Source: an optimization exercise on an open RTL-to-GDS flow (aim: small area, a short achievable clock period and few clock cycles per item). Production flows keep margins and buffers that such runs may drop.
In this exercise RTL edits were held to simulation tests only and were not proved equivalent to the original.

File: design.v
module pointer_motion_scaler_unit (
  input  logic               clk,
  input  logic               rst,
  input  logic               ev_valid,
  output logic               ev_ready,
  input  logic               ev_func,
  input  logic [2:0]         ev_event_kind,
  input  logic signed [15:0] ev_motion_value,
  input  logic               ev_sync_flag,
  input  logic [2:0]         ev_action,
  output logic               res_valid,
  input  logic               res_ready,
  output logic signed [15:0] res_scaled_value,
  output logic               res_keep_event
);
  logic [2:0]        mouse_level, scroll_level;
  logic              inv_h, inv_v;
  logic signed [5:0] carry0, carry1, carry2, carry3;
  logic              m_valid;
  logic [17:0]       m_a1;
  logic signed [6:0] m_h;
  logic              m_d1, m_sig, m_kf;
  logic              o_valid;
  logic signed [15:0] o_value;
  logic              o_keep;
  logic o_free, accept, is_event;
  assign o_free   = !o_valid || res_ready;
  assign ev_ready = !m_valid || o_free;
  assign accept   = ev_valid && ev_ready;
  assign is_event = !ev_func;
  logic signed [15:0] v;
  logic [2:0]  kind;
  logic        scale, wheel;
  assign v     = ev_motion_value;
  assign kind  = ev_event_kind;
  assign scale = !kind[2];
  assign wheel = scale && kind[1];
  logic [2:0] mul;
  logic [4:0] div;
  logic [4:0] mm;
  logic [1:0] k;
  logic       d3, d5, d20;   
  always_comb begin
    mul = 3'd1; div = 5'd1; mm = 5'd1; k = 2'd0;
    if (!scale) begin
      mul = 3'd1; div = 5'd1; mm = 5'd1; k = 2'd0;
    end else if (!wheel) begin
      case (mouse_level)
        3'd0:    begin mul = 3'd1; div = 5'd2; mm = 5'd1; k = 2'd1; end
        3'd1:    begin mul = 3'd3; div = 5'd4; mm = 5'd3; k = 2'd2; end
        3'd2:    begin mul = 3'd1; div = 5'd1; mm = 5'd1; k = 2'd0; end
        3'd3:    begin mul = 3'd5; div = 5'd4; mm = 5'd5; k = 2'd2; end
        3'd4:    begin mul = 3'd3; div = 5'd2; mm = 5'd3; k = 2'd1; end
        3'd5:    begin mul = 3'd7; div = 5'd4; mm = 5'd7; k = 2'd2; end
        default: begin mul = 3'd2; div = 5'd1; mm = 5'd2; k = 2'd0; end
      endcase
    end else begin
      case (scroll_level)
        3'd0:    begin mul = 3'd1; div = 5'd4;  mm = 5'd1;  k = 2'd2; end
        3'd1:    begin mul = 3'd1; div = 5'd3;  mm = 5'd5;  k = 2'd0; end
        3'd2:    begin mul = 3'd7; div = 5'd20; mm = 5'd21; k = 2'd2; end
        3'd3:    begin mul = 3'd2; div = 5'd5;  mm = 5'd6;  k = 2'd0; end
        3'd4:    begin mul = 3'd1; div = 5'd2;  mm = 5'd1;  k = 2'd1; end
        3'd5:    begin mul = 3'd1; div = 5'd1;  mm = 5'd1;  k = 2'd0; end
        3'd6:    begin mul = 3'd2; div = 5'd1;  mm = 5'd2;  k = 2'd0; end
        default: begin mul = 3'd3; div = 5'd1;  mm = 5'd3;  k = 2'd0; end
      endcase
    end
  end
  assign d3  = (div == 5'd3);
  assign d20 = (div == 5'd20);
  assign d5  = (div == 5'd5) || d20;
  logic sig, nu;
  assign sig = wheel && (kind[0] ? inv_v : inv_h);
  assign nu  = sig ^ (d3 || d5);
  logic signed [20:0] vx, prod;
  logic [17:0] z;
  assign vx = 21'(v);
  always_comb begin
    case (mm)
      5'd1:    prod = vx;
      5'd2:    prod = vx <<< 1;
      5'd3:    prod = vx + (vx <<< 1);
      5'd5:    prod = vx + (vx <<< 2);
      5'd6:    prod = (vx <<< 1) + (vx <<< 2);
      5'd7:    prod = (vx <<< 3) - vx;
      default: prod = vx + (vx <<< 2) + (vx <<< 4);   
    endcase
    z = 18'(prod >>> k);
  end
  logic [4:0] s3;
  logic [5:0] s5;
  logic [1:0] v3;
  logic [2:0] v5;
  always_comb begin
    s3 = 5'(v[1:0]) + 5'(v[3:2]) + 5'(v[5:4]) + 5'(v[7:6]) + 5'(v[9:8]) +
         5'(v[11:10]) + 5'(v[13:12]) + 5'(v[14]) + 5'(v[15]);
    s5 = 6'(v[3:0]) + 6'(v[7:4]) + 6'(v[11:8]) + 6'(v[12]) + 6'({v[13], 1'b0}) +
         6'({v[14], 2'b00}) + 6'({v[15], 1'b0});
    v3 = 2'(s3 % 5'd3);
    v5 = 3'(s5 % 6'd5);
  end
  logic [1:0] l;
  logic [2:0] r;
  logic [4:0] r0;
  logic signed [2:0] c7;
  logic [1:0] pl;
  logic [2:0] r20;
  logic [3:0] r5x;
  always_comb begin
    l   = 2'(-v[1:0]);
    pl  = 2'(v[1:0] * mul[1:0]);
    r5x = 4'(v5) * 4'd3 + 4'(l);
    r20 = 3'(r5x % 4'd5);
    c7  = (l == 2'd0) ? 3'sd0 : 3'(3'sd1 - $signed({1'b0, l}));
    r   = 3'd0;
    r0  = 5'd0;
    if (d3) begin
      r = 3'(v3); r0 = 5'(v3);
    end else if (d20) begin
      r = r20; r0 = {r20[2:0], l};
    end else if (d5) begin
      r = (v5 >= 3'd3) ? 3'(2 * v5 - 5) : 3'(2 * v5); r0 = 5'(r);
    end else begin
      case (k)
        2'd1:    r0 = 5'(pl[0]);
        2'd2:    r0 = 5'(pl);
        default: r0 = 5'd0;
      endcase
    end
  end
  logic vsmall;
  logic signed [9:0] psm;
  logic q0m1, q0z, pneg;
  always_comb begin
    vsmall = (v[15:5] == {11{v[5]}});
    psm    = $signed(v[5:0]) * $signed({1'b0, mul});
    pneg   = v[15];
    q0z    = vsmall && !psm[9] && (psm < $signed({5'd0, div}));
    q0m1   = vsmall && psm[9] && (psm >= -$signed({5'd0, div}));
  end
  logic signed [5:0] c;
  logic signed [6:0] t, rf, rem;
  logic signed [1:0] fa;
  logic nneg, corr;
  logic signed [2:0] a;
  always_comb begin
    case (kind[1:0])
      2'd0: c = carry0;
      2'd1: c = carry1;
      2'd2: c = carry2;
      default: c = carry3;
    endcase
    t = 7'(r0) + 7'(c);
    if (t < 0) fa = -2'sd1;
    else if (t >= $signed({2'b0, div})) fa = 2'sd1;
    else fa = 2'sd0;
    rf = t - 7'(fa) * $signed({2'b0, div});
    nneg = (pneg && !(q0m1 && fa == 2'sd1)) || (q0z && fa == -2'sd1);
    corr = nneg && (rf != 7'sd0);
    rem  = corr ? rf - $signed({2'b0, div}) : rf;
    a    = 3'(fa) + $signed({2'b0, corr});
  end
  logic signed [7:0] w, h;
  always_comb begin
    if (d3)       w = 8'sd15 * 8'(a) - 8'sd5 * $signed({5'd0, r});
    else if (d5)  w = 8'sd15 * 8'(a) - 8'sd3 * $signed({5'd0, r}) + (d20 ? 8'(c7) : 8'sd0);
    else          w = 8'(a);
    if (!scale) w = 8'sd0;
    h = nu ? 8'sd1 - w : w;
  end
  always_ff @(posedge clk) begin
    if (rst) begin
      mouse_level  <= 3'd4;
      scroll_level <= 3'd2;
      inv_h        <= 1'b0;
      inv_v        <= 1'b0;
      carry0 <= '0; carry1 <= '0; carry2 <= '0; carry3 <= '0;
    end else if (accept) begin
      if (ev_func) begin
        case (ev_action)
          3'd0: inv_v <= !inv_v;
          3'd1: inv_h <= !inv_h;
          3'd2: begin
            if (mouse_level != 3'd6) mouse_level <= mouse_level + 3'd1;
            carry0 <= '0; carry1 <= '0;
          end
          3'd3: begin
            if (mouse_level != 3'd0) mouse_level <= mouse_level - 3'd1;
            carry0 <= '0; carry1 <= '0;
          end
          3'd4: begin
            if (scroll_level != 3'd7) scroll_level <= scroll_level + 3'd1;
            carry2 <= '0; carry3 <= '0;
          end
          3'd5: begin
            if (scroll_level != 3'd0) scroll_level <= scroll_level - 3'd1;
            carry2 <= '0; carry3 <= '0;
          end
          default: ;
        endcase
      end else if (scale) begin
        case (kind[1:0])
          2'd0: carry0 <= 6'(rem);
          2'd1: carry1 <= 6'(rem);
          2'd2: carry2 <= 6'(rem);
          default: carry3 <= 6'(rem);
        endcase
      end
    end
  end
  always_ff @(posedge clk) begin
    if (rst) m_valid <= 1'b0;
    else if (ev_ready) m_valid <= ev_valid && is_event;
    if (ev_ready) begin
      m_a1  <= z ^ {18{nu}};
      m_h   <= 7'(h);
      m_d1  <= !(d3 || d5);
      m_sig <= sig;
      m_kf  <= !scale || ev_sync_flag;
    end
  end
  logic [17:0] sa, sb, sc, sd, y18;
  logic signed [17:0] y;
  logic signed [15:0] yc;
  always_comb begin
    sa  = m_a1 + 18'(m_h);
    sb  = sa + (sa << 4);
    sc  = sb + (sb << 8);
    sd  = sc + (sc << 16);
    y18 = m_d1 ? sa : sd;
    y   = $signed(y18);
    if (y > 18'sd32767)                 yc = 16'sh7fff;
    else if (y < -18'sd32767 && m_sig)  yc = -16'sh7fff;
    else if (y < -18'sd32768)           yc = -16'sh8000;
    else                                yc = 16'(y);
  end
  always_ff @(posedge clk) begin
    if (rst) o_valid <= 1'b0;
    else if (o_free) o_valid <= m_valid;
    if (o_free) begin
      o_value <= yc;
      o_keep  <= m_kf || (yc != 16'sd0);
    end
  end
  assign res_valid        = o_valid;
  assign res_scaled_value = o_value;
  assign res_keep_event   = o_keep;
endmodule
File: run.sh
#!/bin/bash
# synth_recipe.tcl (not shown) runs the flow's synth.tcl, then flattens the netlist and writes it again
# the make line also repeats each setting of config.mk as NAME=value (left out here)
make -C /OpenROAD-flow-scripts/flow DESIGN_CONFIG=/design/flow/config.mk WORK_HOME=/design/flow/orfs CLKGATE_MAP_FILE= SYNTH_SCRIPT=/design/flow/synth_recipe.tcl finish
File: config.mk
export PLATFORM = sky130hd
export DESIGN_NAME = pointer_motion_scaler_unit
export DESIGN_NICKNAME = pointer_motion_scaler_unit
export VERILOG_FILES = /design/flow/design.v
export SDC_FILE = /design/flow/constraint.sdc
export NUM_CORES = 4
export LEC_CHECK = 0
export CAP_MARGIN = 20
export CORE_MARGIN = 2
export CORE_UTILIZATION = 40
export SLEW_MARGIN = 20
File: constraint.sdc
create_clock -name core_clock -period 10.0 [get_ports {clk}]
set_input_delay 2.0000 -clock core_clock [delete_from_list [all_inputs] [get_ports {clk}]]
set_output_delay 2.0000 -clock core_clock [all_outputs]
set_load 0.01 [all_outputs]
==> results.yml <==
outcome:
  status: "finished with violations"
  so.violations: "setup timing"
place:
  hpwl_um: 35100
  io_buffer_count: 46
  gp_congestion: 0.9160
  placed_area_mm2: 0.01756
  place_ws_ps: -6656
timing:
  max_slew_margin_pct: 34.00
  slew_violations: 0
  fmax_ghz: 0.06365
  holdWs_ps: 460.5
  tightest_slew_ps: 983.5
  layout_setup_ws_ps: -5712
  setup_tns_ps: -111300
  rsz0062_at_grt: "true"
  skew_ps: 11.31
  min_period_ps: 15710
  hold_violations: 0
  setup_viol: 31
  period_share_pct: 157.1
setup_path:
  worst_setup_path_end_kind: "register"
  r2r_end: "m_h[6]"
  cpPeakStageDelay_ps: 550
  crit_path_start_kind: "input port"
  critical_path_arrival_ps: 15800
  cp_data_required_time_ps: 10090
  reg2reg_slack_ps: -280
  crit_top_cell: "a21oi_2"
  r2r-start: "scroll_level[0]"
  crit_slowest_cell: "fa_1"
  crit_type: "in2reg"
  path_max_fanout: 5
  rr_worst_depth: 52
synthesis:
  synth_top_area_share_pct: 19.07
  yosysTopAreaCell: "ha_1"
  yosys.cell_types.count: 91
  synth-edff-count: 45
  netlist_area_mm2: 0.01470
  yosysWarnings: 1
  synth_area_leaders: "ha_1 (19%), edfxtp_1 (9.2%), fa_1 (6.3%), xnor2_1 (5.8%), a21oi_1 (5.0%)"
  synth_flop_cell: "edfxtp_1"
  async_flop_share_pct: 0
  yosysMostFrequentCell: "ha_1"
  synth_seq_cells: 79
  avgSynthCellArea_um2: 8.115
  synthTopCellsByCount: "ha_1 (224), inv_1 (170), a21oi_1 (148), nor2_1 (139), nand2_1 (118)"
  netlist_instances: 1811
  yosysSeqAreaShare_pct: 13.83
min_path:
  whs_path_depth: 2
  whs_endpoint: "carry1[3]"
  hold_path_class: "reg2reg"
  hp-start: "carry1[3]"
routing:
  vias: 14280
  drt-total-wl_um: 42660
  drt_iter0_drc: 708
  dr.pass1.iters: 5
  viasPerCell: 5.546
  ant_nets: 0
  drc: 0
  post_drt_wl_per_cell_um: 16.57
grt:
  antenna_found_initial: 0
  grt_overflow: 0
  grt_pass1_wl_um: 69660
  grt_pass1_vias: 13890
  groute.usage.overall_pct: 22.16
  grt_max_degree: 38
final_layout:
  fin_area_mm2: 0.01861
  final_nets: 2400
  area_growth_pct: 26.65
  n_antenna_cell: 0
  drive_gt1_share_pct: 21.36
  fillers: 3448
cts:
  cts_tree: "yes"
  cts_buffers: 9
  clk_pin_slew_ps: 70
  root_buffer: "clkbuf_16"
  clk-insertion-delay-late_ps: 350
  clock_sink_count: 79
  hold_buffers: 0
  htree_levels: 3
  clockBufferDepth: 2
floorplanning:
  io_pins: 47
  die_y_um: 195.7
  std_cell_rows: 70
  start_util_pct: 40.34
  core_mm2: 0.03643
  die_area_mm2: 0.03829
  die_w_um: 195.7
run:
  maxCapViolations: 0
-- layer usage --
metal | part of all wire, % | routed length, um | vias to the layer above | global-route usage (%)
li1 | - | - | 7157 | -
met1 | 46 | 19530 | 6716 | 29.22
met2 | 48 | 20320 | 343 | 38.62
met3 | 4.1 | 1757 | 65 | 2.183
met4 | 2.5 | 1051 | 0 | 6.173
met5 | 0 | 0 | - | 0
-- registers in the layout (all words and copies together) (netlist names), 3 cells and up --
signal,flops
m_a1,18
o_value,16
carry1,6
m_h,7
carry0,6
scroll_level,3
carry3,6
carry2,6
mouse_level,3
-- layout make-up --
type | count | area (um2) | area share (%)
tap | 468 | 585.6 | 3.146
clock buffer | 11 | 275.3 | 1.479
clock inverter | 5 | 51.30 | 0.2756
timing repair buffer | 326 | 2580 | 13.86
multi-input combinational | 1511 | 12430 | 66.79
inverter | 175 | 656.9 | 3.529
sequential | 79 | 2032 | 10.92
-- worst max-delay path by stage --
stage                     cells past startpoint          startpoint     end
final                                        74  ev_motion_value[8]  m_h[6]
after global routing                         75  ev_motion_value[8]  m_h[6]
after global placement                       74  ev_motion_value[0]  m_h[6]
after CTS                                    73  ev_motion_value[8]  m_h[6]
after detailed placement                     73  ev_motion_value[0]  m_h[6]
after floorplan                              74  ev_motion_value[0]  m_h[6]
-- cells in the final DEF (no fill, tap or decap), types with 11 or more instances in the layout --
cell,instances
a211oi_1,29
a21o_1,54
a21oi_1,130
a21oi_2,17
a31oi_1,18
and2_1,25
buf_4,273
clkbuf_16,11
clkdlybuf4s50_1,37
dfxtp_1,34
edfxtp_1,45
fa_1,44
ha_1,207
ha_4,11
inv_1,161
inv_2,11
mux2i_1,33
nand2_1,114
nand2b_1,19
nand3_1,40
nand4_1,18
nor2_1,137
nor2b_1,23
nor3_1,33
o211ai_1,14
o21a_1,27
o21ai_0,66
o21bai_1,20
o22ai_1,13
xnor2_1,90
xor2_1,54
-- worst max-delay path: cells and delay by family --
| family | cells | cell delay [ps] |
|---|---|---|
| adder cells (fa/ha/maj) | 18 | 5970 |
| XOR/XNOR | 8 | 1100 |
| AND/OR/NAND/NOR | 14 | 1690 |
| buffers and inverters | 8 | 530 |
| AO/OA/AOI/OAI | 26 | 4490 |
-- through the flow --
stage               cells  utilization (%)
floorplan            1814                -
global placement     2525            48.20
detailed placement   2525            48.20
CTS                  2562            50.22
global route         2575            51.09
finish               2575            51.09
-- timing repair --
action / in CTS / in global routing
setup buffers: 27 / 14
pin swaps: 92 / 31
gates resized for setup: 78 / 45
endpoints found under the setup margin: 31 / 31
cloned: 0 / 0
-- cells by family after synthesis --
logic type | Yosys count | synth area share (%)
AO/OA/AOI/OAI | 529 | 24.30
AND/OR/NAND/NOR | 502 | 17.22
adder cells (fa/ha/maj) | 270 | 25.34
buffers and inverters | 224 | 5.840
XOR/XNOR | 157 | 9.501
flip-flops | 79 | 13.83
multiplexers | 49 | 3.950
other | 1 | 0.02552
Testbench counts, summed over its fixed seeds: cycles 8,008, items 8,000.

[what the ideal ports hide]
Ports are ideal in the flow. The routed layout listed here was re-timed in OpenROAD. Step 1: set_driving_cell puts a clkbuf_16 on clk and a buf_2 on each other input, an assumption about the parent block. Step 2 adds t to the input delays and takes it off the output delays; t is the mean of the earliest and latest rising clock arrival at the registers after step 1. Input paths then give back, and output paths get back, about the clock's delay inside the block. a / b / c = no drivers / after step 1 / after step 2; a / b = the first two.
shift t [ns]: 0.389
setup slack, ns: -5.712 / -5.697 / -6.086
worst slew at a driven data input, ns: 0.04
The setup slack of this run moves by +0.015 ns with the drivers and by -0.374 ns with both steps.
